Source: an optimization exercise on an open RTL-to-GDS flow (aim: small area). Production flows keep margins and buffers that such runs may drop. Only simulation tests tie the RTL to the original design; equivalence was not proved. Power and IR drop assume default switching activity.

==> flow/design.v <==
`timescale 1ns/10ps
`default_nettype none
module gpio_out_group (
    input  logic                       sys_clk,
    input  logic                       rst_n,
    input  logic                       wr_direct,
    input  logic                       wr_set,
    input  logic                       wr_clr,
    input  logic [32-1:0]  wdata,
    output logic [32-1:0]  gpio_out
);
    logic [32-1:0] state;
    logic ld, keep;
    assign ld   = rst_n & (wr_direct | wr_set);
    assign keep = rst_n & ~wr_direct;
    always_ff @(posedge sys_clk) begin
        state <= (wdata & {32{ld}})
               | (state & {32{keep}} & ~(wdata & {32{wr_clr}}));
    end
    assign gpio_out = state;
endmodule
`default_nettype wire
`timescale 1ns/10ps
`default_nettype none
module gpio_in_group (
    input  logic                       sys_clk,
    input  logic                       rst_n,
    input  logic                       wr_mode,
    input  logic [32-1:0]  wdata,
    input  logic [32-1:0]  gpio_in,
    output logic [32-1:0]  mode,
    output logic [32-1:0]  sampled
);
    logic [32-1:0] sync_q1;
    logic [32-1:0] sync_q2;
    logic rst_d1, rst_d2;
    logic clr;
    always_ff @(posedge sys_clk) begin
        sync_q1 <= gpio_in;
        sync_q2 <= sync_q1;
    end
    always_ff @(posedge sys_clk) begin
        rst_d1 <= ~rst_n;
        rst_d2 <= rst_d1;
    end
    assign clr = ~rst_n | rst_d1 | rst_d2;
    always_ff @(posedge sys_clk) begin
        if (wr_mode || !rst_n) begin
            mode <= wdata | {32{~rst_n}};
        end
    end
    always_ff @(posedge sys_clk) begin
        sampled <= ((sampled & ~mode) | (sync_q2 & mode)) & {32{~clr}};
    end
endmodule
`default_nettype wire
`timescale 1ns/10ps
`default_nettype none
module step_pulse_gen (
    input  logic                        sys_clk,
    input  logic                        rst_n,
    input  logic                        wr_ctrl,
    input  logic                        wr_hp,
    input  logic                        wr_sc,
    input  logic                        wr_status,
    input  logic [16-1:0]   wdata,       
    input  logic [16-1:0]   wdata_r,     
    input  logic                        motor_estop,
    output logic [16-1:0] half_period,
    output logic [16-1:0]   step_count,
    output logic [2:0]                  status,
    output logic                        motor_enable,
    output logic                        motor_dir,
    output logic                        motor_pulse,
    output logic                        motor_irq
);
    logic                        ctrl_en;
    logic                        ctrl_dir;
    logic                        busy;
    logic                        done;
    logic                        estop_latched;
    logic [16-1:0] phase_cnt;
    logic [16-1:0]   steps_left;
    logic phase_end, last_step, low_end, start, abort, finish;
    always_ff @(posedge sys_clk) begin
        if (wr_ctrl || !rst_n) begin
            ctrl_en  <= wdata_r[0];
            ctrl_dir <= wdata_r[1];
        end
    end
    always_ff @(posedge sys_clk) begin
        if (wr_hp || !rst_n) begin
            half_period <= wdata_r;
        end
    end
    always_ff @(posedge sys_clk) begin
        if (wr_sc || !rst_n) begin
            step_count <= wdata_r;
        end
    end
    assign phase_end = ~|phase_cnt[16-1:1];
    assign last_step = (steps_left == 16'(1));
    assign low_end   = busy & ~motor_pulse & phase_end;
    assign start     = wr_sc & ctrl_en & ~busy & (|wdata);
    assign abort     = busy & (motor_estop | (wr_ctrl & ~wdata[0]));
    assign finish    = low_end & last_step;
    always_ff @(posedge sys_clk) begin
        if (!busy || phase_end) begin
            phase_cnt <= half_period;
        end else begin
            phase_cnt <= phase_cnt - 16'(1);
        end
    end
    always_ff @(posedge sys_clk) begin
        steps_left <= busy ? steps_left - 16'(low_end) : wdata;
    end
    always_ff @(posedge sys_clk) begin
        if (!rst_n) begin
            busy        <= 1'b0;
            motor_pulse <= 1'b0;
        end else if (abort) begin
            busy        <= 1'b0;
            motor_pulse <= 1'b0;
        end else if (!busy) begin
            busy        <= start;
            motor_pulse <= start;
        end else if (phase_end) begin
            busy        <= ~(~motor_pulse & last_step);
            motor_pulse <= ~motor_pulse & ~last_step;
        end
    end
    always_ff @(posedge sys_clk) begin
        if (!rst_n) begin
            done <= 1'b0;
        end else if (!abort && finish) begin
            done <= 1'b1;
        end else if (wr_status || start) begin
            done <= 1'b0;
        end
    end
    always_ff @(posedge sys_clk) begin
        if (!rst_n) begin
            estop_latched <= 1'b0;
        end else if (busy && motor_estop) begin
            estop_latched <= 1'b1;
        end else if (wr_status) begin
            estop_latched <= 1'b0;
        end
    end
    assign status       = {estop_latched, done, busy};
    assign motor_enable = ctrl_en;
    assign motor_dir    = ctrl_dir;
    assign motor_irq    = done;
endmodule
`default_nettype wire
`timescale 1ns/10ps
`default_nettype none
module motion_ctrl_top (
    input  logic                           sys_clk,
    input  logic                           rst_n,
    input  logic                           bus_wr,
    input  logic                           bus_rd,
    input  logic [16-1:0]      bus_addr,
    input  logic [32-1:0]      bus_wdata,
    output logic [32-1:0]      bus_rdata,
    output logic                           rd_valid,
    input  logic [32-1:0]      gpio_in,
    output logic [32-1:0]      gpio_out,
    input  logic [2-1:0] motor_estop,
    output logic [2-1:0] motor_enable,
    output logic [2-1:0] motor_dir,
    output logic [2-1:0] motor_pulse,
    output logic [2-1:0] motor_irq
);
    localparam int NM = 2;
    logic [7:0] blk;
    logic [3:0] idx;
    logic       hit_go, hit_gi;
    logic [NM-1:0] hit_m;
    logic       idx0, idx1, idx2, idx3;
    assign blk    = bus_addr[15:8];
    assign idx    = bus_addr[3:0];
    assign hit_go = (blk == 8'h00);
    assign hit_gi = (blk == 8'h01);
    for (genvar m = 0; m < NM; m++) begin : g_hit
        assign hit_m[m] = (blk == 8'(8'h10 + m));
    end
    assign idx0 = (idx == 4'd0);
    assign idx1 = (idx == 4'd1);
    assign idx2 = (idx == 4'd2);
    assign idx3 = (idx == 4'd3);
    logic [16-1:0] wdata_r;
    assign wdata_r = bus_wdata[16-1:0] & {16{rst_n}};
    gpio_out_group u_gpio_out (
        .sys_clk   (sys_clk),
        .rst_n     (rst_n),
        .wr_direct (bus_wr & hit_go & idx0),
        .wr_set    (bus_wr & hit_go & idx1),
        .wr_clr    (bus_wr & hit_go & idx2),
        .wdata     (bus_wdata[32-1:0]),
        .gpio_out  (gpio_out)
    );
    logic [32-1:0] gi_mode, gi_sampled;
    gpio_in_group u_gpio_in (
        .sys_clk (sys_clk),
        .rst_n   (rst_n),
        .wr_mode (bus_wr & hit_gi & idx0),
        .wdata   (bus_wdata[32-1:0]),
        .gpio_in (gpio_in),
        .mode    (gi_mode),
        .sampled (gi_sampled)
    );
    logic [NM-1:0][16-1:0] m_hp;
    logic [NM-1:0][16-1:0]   m_sc;
    logic [NM-1:0][2:0]                  m_status;
    for (genvar m = 0; m < NM; m++) begin : g_motor
        step_pulse_gen u_motor (
            .sys_clk      (sys_clk),
            .rst_n        (rst_n),
            .wr_ctrl      (bus_wr & hit_m[m] & idx0),
            .wr_hp        (bus_wr & hit_m[m] & idx1),
            .wr_sc        (bus_wr & hit_m[m] & idx2),
            .wr_status    (bus_wr & hit_m[m] & idx3),
            .wdata        (bus_wdata[16-1:0]),
            .wdata_r      (wdata_r),
            .motor_estop  (motor_estop[m]),
            .half_period  (m_hp[m]),
            .step_count   (m_sc[m]),
            .status       (m_status[m]),
            .motor_enable (motor_enable[m]),
            .motor_dir    (motor_dir[m]),
            .motor_pulse  (motor_pulse[m]),
            .motor_irq    (motor_irq[m])
        );
    end
    logic [32-1:0] rd_sel;
    always_comb begin
        rd_sel = 32'(gpio_out & {32{hit_go & (idx0 | idx1 | idx2)}})
               | 32'(gi_mode & {32{hit_gi & idx0}})
               | 32'(gi_sampled & {32{hit_gi & idx1}});
        for (int m = 0; m < NM; m++) begin
            rd_sel = rd_sel
                   | 32'({motor_dir[m], motor_enable[m]} & {2{hit_m[m] & idx0}})
                   | 32'(m_hp[m] & {16{hit_m[m] & idx1}})
                   | 32'(m_sc[m] & {16{hit_m[m] & idx2}})
                   | 32'(m_status[m] & {3{hit_m[m] & idx3}});
        end
    end
    always_ff @(posedge sys_clk) begin
        if (bus_rd) begin
            bus_rdata <= rd_sel;     
        end
    end
    always_ff @(posedge sys_clk) begin
        if (!rst_n) begin
            rd_valid <= 1'b0;
        end else begin
            rd_valid <= bus_rd;
        end
    end
endmodule
`default_nettype wire
clock: 5.0 ns
lec_check: 0
cap_margin: 20
core_margin: 2
core_utilization: 40
slew_margin: 20
standard.sh (not shown) runs the stock make flow with config.mk's settings and CLKGATE_MAP_FILE= SYNTH_SCRIPT=/design/flow/synth_recipe.tcl, a recipe that flattens the netlist after the stock synthesis.
==> flow/flow/run.sh <==
#!/bin/bash
# The standard layout (standard.sh) with an area-oriented ABC script in
# synthesis, the smallest buffer on the ports and a clock tree of a few
# large clusters without dummy loads.
set -euo pipefail
here=$(pwd)
export MY_ABC_SCRIPT="$here/flow/abc_area.script"
export BUFFER_PORTS_ARGS="-buffer_cell sky130_fd_sc_hd__buf_1"
export CTS_ARGS="-sink_clustering_enable -repair_clock_nets -dont_use_dummy_load -sink_clustering_size 16 -sink_clustering_max_diameter 60 -buf_list sky130_fd_sc_hd__clkbuf_8"
bash standard.sh SYNTH_SCRIPT="$here/flow/synth.tcl" finish > standard_flow.log 2>&1
==> flow/flow/abc_area.script <==
strash
&get -n
&st
&syn2
&dch -f
&nf -R 1000 -F 8 -A 8 -C 32 -p
&put
==> flow/flow/synth.tcl <==
# synth_recipe.tcl with an area-oriented ABC script for the logic mapping;
# flip-flop mapping, flattening and renaming as in the standard synthesis.
proc synth {args} { yosys synth -nofsm -noshare {*}$args }
proc abc {args} {
  set i [lsearch -exact $args -script]
  if {$i >= 0} {
    set args [lreplace $args $i [expr {$i + 1}] -script $::env(MY_ABC_SCRIPT)]
  }
  yosys abc {*}$args
}
source $::env(SCRIPTS_DIR)/synth.tcl
# left out here: clear keep_hierarchy, flatten, clean up, hide names made inside functions, write 1_2_yosys.v
Edit:
--- a/flow/design.v
+++ b/flow/design.v
@@ -42,15 +42,17 @@
     always_ff @(posedge sys_clk) begin
         rst_d1 <= ~rst_n;
         rst_d2 <= rst_d1;
     end
     assign clr = ~rst_n | rst_d1 | rst_d2;
+    logic [32-1:0] mode_n;
     always_ff @(posedge sys_clk) begin
         if (wr_mode || !rst_n) begin
-            mode <= wdata | {32{~rst_n}};
-        end
-    end
+            mode_n <= ~wdata & {32{rst_n}};
+        end
+    end
+    assign mode = ~mode_n;
     always_ff @(posedge sys_clk) begin
         sampled <= ((sampled & ~mode) | (sync_q2 & mode)) & {32{~clr}};
     end
 endmodule
 `default_nettype wire
Effect: The new run produced a clean layout. Design area hardly moves. Worst setup slack degrades by 0.018 ns. Global-route usage went up by 0.58 points. Routed wire length is higher by 1.6%. Die area drops by 0.56%. Clock power climbs by about 3%. Utilization is about the same. Non-clock buffer count grows by 3. Via count grows by 1.0%. Sequential share of layout area went up by 0.15 points.

## static timing again, ports no longer ideal
Ports are ideal in the flow. The routed layouts listed here were re-timed in OpenROAD.
Step 1 assumes that a clkbuf_16 drives the clock port and a buf_2 every other input.
Step 2 times the ports against the registers' clock, not the clock port: input delays grow and output delays shrink by t, the midpoint of the rising clock arrivals with the driver on.
Three values: ideal ports, drivers, drivers and shift; two values: the first two.
| run | shift t [ns] | setup slack, ns | worst setup path at the end | worst slew at a driven data input, ns | cell pins on the clock port's net |
|---|---|---|---|---|---|
| the first run | 0.605 | 1.999 / 1.999 / 1.569 | input to register | 0.05 | 1 |
| the second run | 0.621 | 1.981 / 1.981 / 1.553 | input to register | 0.05 | 1 |
After both steps setup and hold are still met in every run listed. For the first run, which loses most, drivers alone change the setup slack by 0.000 ns; drivers and shift together by -0.430 ns.
